What follows belongs to an exercise in optimizing a design on an open flow for small area and few clock cycles per item; a production flow would make more cautious choices. In this exercise RTL edits were held to simulation tests only and were not proved equivalent to the original.

==> flow/design.v (excerpt) <==
module aes128_key_expansion (
   input  wire logic         clock,
   input  wire logic         reset,
   input  wire logic         req_tvalid,
   output logic              req_tready,
   input  wire logic [127:0] req_tdata,
   output logic              rsp_tvalid,
   input  wire logic         rsp_tready,
   output logic [135:0]      rsp_tdata,
   output logic              rsp_tlast
);
For scale: ~1100 cells after synthesis, ~130 flip-flops, roughly 270 I/O pins, roughly 9600 µm² of cells after synthesis.
==> flow/config.mk <==
export PLATFORM = sky130hd
export DESIGN_NAME = aes128_key_expansion
export DESIGN_NICKNAME = aes128_key_expansion
export VERILOG_FILES = /design/flow/design.v
export SDC_FILE = /design/flow/constraint.sdc
export NUM_CORES = 4
export LEC_CHECK = 0
export CAP_MARGIN = 20
export CORE_MARGIN = 2
export CORE_UTILIZATION = 40
export CTS_BUF_LIST = sky130_fd_sc_hd__clkbuf_4 sky130_fd_sc_hd__clkbuf_8
export SLEW_MARGIN = 20
==> flow/constraint.sdc <==
create_clock -name core_clock -period 5.3 [get_ports {clock}]
set_input_delay 1.0600 -clock core_clock [delete_from_list [all_inputs] [get_ports {clock}]]
set_output_delay 1.0600 -clock core_clock [all_outputs]
set_load 0.01 [all_outputs]
standard.sh (not shown) runs the stock make flow with config.mk's settings and CLKGATE_MAP_FILE= SYNTH_SCRIPT=/design/flow/synth_recipe.tcl, a recipe that flattens the netlist after the stock synthesis.
==> flow/flow/run.sh <==
#!/bin/bash
# Own flow: the standard layout with two changes:
#  - synthesis: the abc technology-mapping step uses flow/abc_area_nf.script
#    instead of ORFS's speed script (front end, flip-flop mapping, flatten and
#    rename are the standard ones);
#  - placement: every port still gets a buffer, but buffer_ports uses the
#    1x buffer (sky130_fd_sc_hd__buf_1) rather than the cell it picks itself;
#  - clock tree: larger sink clusters and no dummy balancing loads.
set -euo pipefail
W=$PWD
cat flow/abc_override.tcl synth_recipe.tcl > my_synth.tcl
sed "s#$W/synth_recipe.tcl#$W/my_synth.tcl#g" standard.sh > my_standard.sh
grep -q my_synth.tcl my_standard.sh
export MY_ABC_SCRIPT=$W/flow/abc_area_nf.script
export BUFFER_PORTS_ARGS="-buffer_cell sky130_fd_sc_hd__buf_1"
export CTS_ARGS="-sink_clustering_enable -repair_clock_nets -dont_use_dummy_load -sink_clustering_size 50 -sink_clustering_max_diameter 150 -buf_list {sky130_fd_sc_hd__clkbuf_4 sky130_fd_sc_hd__clkbuf_8}"
bash my_standard.sh synth > synth.log 2>&1
bash my_standard.sh finish > layout.log 2>&1
==> flow/flow/abc_area_nf.script <==
strash
&get -n
&dch -f
&nf -p -R 20
&put
==> flow/flow/abc_override.tcl <==
# Prepended to synth_recipe.tcl: every liberty-mapping abc call uses an
# area-oriented mapping script (structural choices, then &nf area recovery)
# in place of ORFS's speed script. Registers are untouched (no -dff).
proc abc {args} {
  set i [lsearch -exact $args -script]
  if {$i >= 0} {
    set args [lreplace $args $i [expr {$i + 1}] -script $::env(MY_ABC_SCRIPT)]
  }
  yosys abc {*}$args
}
Testbench counts at the start, summed over its fixed seeds: cycles 5,640, items 512.
Then changed:
==> flow/flow/run.sh (replaced) <==
#!/bin/bash
# Own flow: the standard layout with these changes:
#  - synthesis: the abc technology-mapping step uses flow/abc_area_nf.script
#    instead of ORFS's speed script (front end, flip-flop mapping, flatten and
#    rename are the standard ones);
#  - placement: every port still gets a buffer, but buffer_ports uses the
#    1x buffer (sky130_fd_sc_hd__buf_1) rather than the cell it picks itself;
#  - clock tree: clkbuf_4/clkbuf_8 only, larger sink clusters and no dummy
#    balancing loads;
#  - the resizer does not use the 4x buffer (flow/no_buf4.tcl, sourced at the
#    start of each OpenROAD step).
# Each tool's output goes to a log of its own: synth.log, layout.log, and
# ORFS's per-step logs under orfs/logs/.
set -euo pipefail
W=$PWD
cat flow/abc_override.tcl synth_recipe.tcl > my_synth.tcl
sed "s#$W/synth_recipe.tcl#$W/my_synth.tcl#g" standard.sh > my_standard.sh
grep -q my_synth.tcl my_standard.sh
export MY_ABC_SCRIPT=$W/flow/abc_area_nf.script
export BUFFER_PORTS_ARGS="-buffer_cell sky130_fd_sc_hd__buf_1"
export CTS_ARGS="-sink_clustering_enable -repair_clock_nets -dont_use_dummy_load -sink_clustering_size 30 -sink_clustering_max_diameter 80 -buf_list {sky130_fd_sc_hd__clkbuf_4 sky130_fd_sc_hd__clkbuf_8}"
bash my_standard.sh synth > synth.log 2>&1
for step in FLOORPLAN GLOBAL_PLACE RESIZE REPAIR_TIMING_POST_PLACE DETAIL_PLACE CTS GLOBAL_ROUTE DETAIL_ROUTE; do
  export PRE_${step}_TCL=$W/flow/no_buf4.tcl
done
bash my_standard.sh finish > layout.log 2>&1
==> flow/flow/abc_area_nf.script (replaced) <==
strash
&get -n
&dch -f
&nf -p -R 50
&put
==> flow/flow/no_buf4.tcl (new file) <==
# Keep the resizer from using the 4x buffer for its own buffering (port
# buffers are set separately); smaller buffers are still available.
set_dont_use sky130_fd_sc_hd__buf_4
- SETUP_SLACK_MARGIN: default -> -0.1
=>
- The changed run produced a clean layout
- synthesized area drops by a few percent
- global-route usage shrinks by 1.5 points
- first-iteration DRC count decreases by about a fifth
- final cell count stays flat
- setup slack gets worse by 160 ps
- synthesized cell count stays flat
- count of clock-buffer cells in the layout stays the same
- worst hold slack barely changes
- non-clock buffer count falls by 3
Then changed:
==> flow/flow/run.sh (replaced) <==
#!/bin/bash
# Own flow: the standard layout with two changes:
#  - synthesis: the abc technology-mapping step uses flow/abc_area_nf.script
#    instead of ORFS's speed script (front end, flip-flop mapping, flatten and
#    rename are the standard ones);
#  - placement: every port still gets a buffer, but buffer_ports uses the
#    1x buffer (sky130_fd_sc_hd__buf_1) rather than the cell it picks itself;
#  - clock tree: larger sink clusters and no dummy balancing loads.
set -euo pipefail
W=$PWD
cat flow/abc_override.tcl synth_recipe.tcl > my_synth.tcl
sed "s#$W/synth_recipe.tcl#$W/my_synth.tcl#g" standard.sh > my_standard.sh
grep -q my_synth.tcl my_standard.sh
export MY_ABC_SCRIPT=$W/flow/abc_area_nf.script
export BUFFER_PORTS_ARGS="-buffer_cell sky130_fd_sc_hd__buf_1"
export CTS_ARGS="-sink_clustering_enable -repair_clock_nets -dont_use_dummy_load -sink_clustering_size 30 -sink_clustering_max_diameter 80 -buf_list {sky130_fd_sc_hd__clkbuf_4 sky130_fd_sc_hd__clkbuf_8}"
bash my_standard.sh synth > synth.log 2>&1
bash my_standard.sh finish > layout.log 2>&1
- SETUP_SLACK_MARGIN: -0.1 -> default
removed: flow/flow/no_buf4.tcl
After rerunning: The changed run finished with timing, DRC and antenna clean. Worst hold slack improves by 3.5 ps. Cell area grows by 2.0%. Synthesized cell count is unchanged. Die area stays the same. Worst setup slack improved by 56 ps. Global-route usage rises by 0.33 points.
Then changed:
==> flow/flow/run.sh (replaced) <==
#!/bin/bash
# Own flow: the standard layout with two changes:
#  - synthesis: the abc technology-mapping step uses flow/abc_area_nf.script
#    instead of ORFS's speed script (front end, flip-flop mapping, flatten and
#    rename are the standard ones);
#  - placement: every port still gets a buffer, but buffer_ports uses the
#    1x buffer (sky130_fd_sc_hd__buf_1) rather than the cell it picks itself.
set -euo pipefail
W=$PWD
cat flow/abc_override.tcl synth_recipe.tcl > my_synth.tcl
sed "s#$W/synth_recipe.tcl#$W/my_synth.tcl#g" standard.sh > my_standard.sh
grep -q my_synth.tcl my_standard.sh
export MY_ABC_SCRIPT=$W/flow/abc_area_nf.script
export BUFFER_PORTS_ARGS="-buffer_cell sky130_fd_sc_hd__buf_1"
bash my_standard.sh synth > synth.log 2>&1
bash my_standard.sh finish > layout.log 2>&1
==> flow/flow/abc_area_nf.script (replaced) <==
strash
&get -n
&dch -f
&nf -p -R 1000
&put
Outcome: The new run finished clean. Cell area rose by about 5%. Area after synthesis barely changes. Die area stays flat. Final cell count rose by about 2.3%. Global-route usage rose by 2.0 points. Hold slack is worse by 16 ps. Non-clock buffer count rose by 30.
Then changed:
--- a/flow/flow/run.sh
+++ b/flow/flow/run.sh
@@ -5,5 +5,6 @@
 #    rename are the standard ones);
 #  - placement: every port still gets a buffer, but buffer_ports uses the
-#    1x buffer (sky130_fd_sc_hd__buf_1) rather than the cell it picks itself.
+#    1x buffer (sky130_fd_sc_hd__buf_1) rather than the cell it picks itself;
+#  - clock tree: larger sink clusters and no dummy balancing loads.
 set -euo pipefail
 W=$PWD
@@ -13,4 +14,5 @@
 export MY_ABC_SCRIPT=$W/flow/abc_area_nf.script
 export BUFFER_PORTS_ARGS="-buffer_cell sky130_fd_sc_hd__buf_1"
+export CTS_ARGS="-sink_clustering_enable -repair_clock_nets -dont_use_dummy_load -sink_clustering_size 30 -sink_clustering_max_diameter 80 -buf_list {sky130_fd_sc_hd__clkbuf_4 sky130_fd_sc_hd__clkbuf_8}"
 bash my_standard.sh synth > synth.log 2>&1
 bash my_standard.sh finish > layout.log 2>&1
==> flow/flow/abc_area_nf.script (replaced) <==
strash
&get -n
&dch -f
&nf -p -R 20
&put
Result:
- flip-flop and latch count is unchanged
- worst hold slack is better by 14 ps
- synthesized area came out higher by 2.4%
- worst setup slack is better by 210 ps
- final cell count came out lower by 2.1%
- fmax came out higher by 4.1%
- clock skew came out higher by 13 ps
- first-iteration DRC count came out higher by 14%

==> separate check: timing with driven ports <==
The results above use ideal ports. As a check the final layouts listed here were re-extracted and re-timed, cells and wires unchanged.
Step 1: set_driving_cell puts a clkbuf_16 on clock and a buf_2 on each other input, an assumption about the parent block.
Step 2 times the ports against the registers' clock, not the clock port: input delays grow and output delays shrink by t, the midpoint of the rising clock arrivals with the driver on.
a / b / c = no drivers / after step 1 / after step 2; a / b = the first two.
run	t, ns	setup WS [ns]	worst hold slack (ns)	cell pins on the clock port's net
the first run	0.477	0.354 / 0.354 / 0.354	0.478 / 0.478 / 0.478	1
the second run	0.477	0.198 / 0.198 / 0.198	0.476 / 0.476 / 0.476	1
the third run	0.463	0.254 / 0.254 / 0.254	0.479 / 0.479 / 0.479	1
the fourth run	0.496	0.149 / 0.149 / 0.149	0.464 / 0.464 / 0.464	1
the fifth run	0.477	0.354 / 0.354 / 0.354	0.478 / 0.478 / 0.478	1
After both steps setup and hold are still met in every run listed.
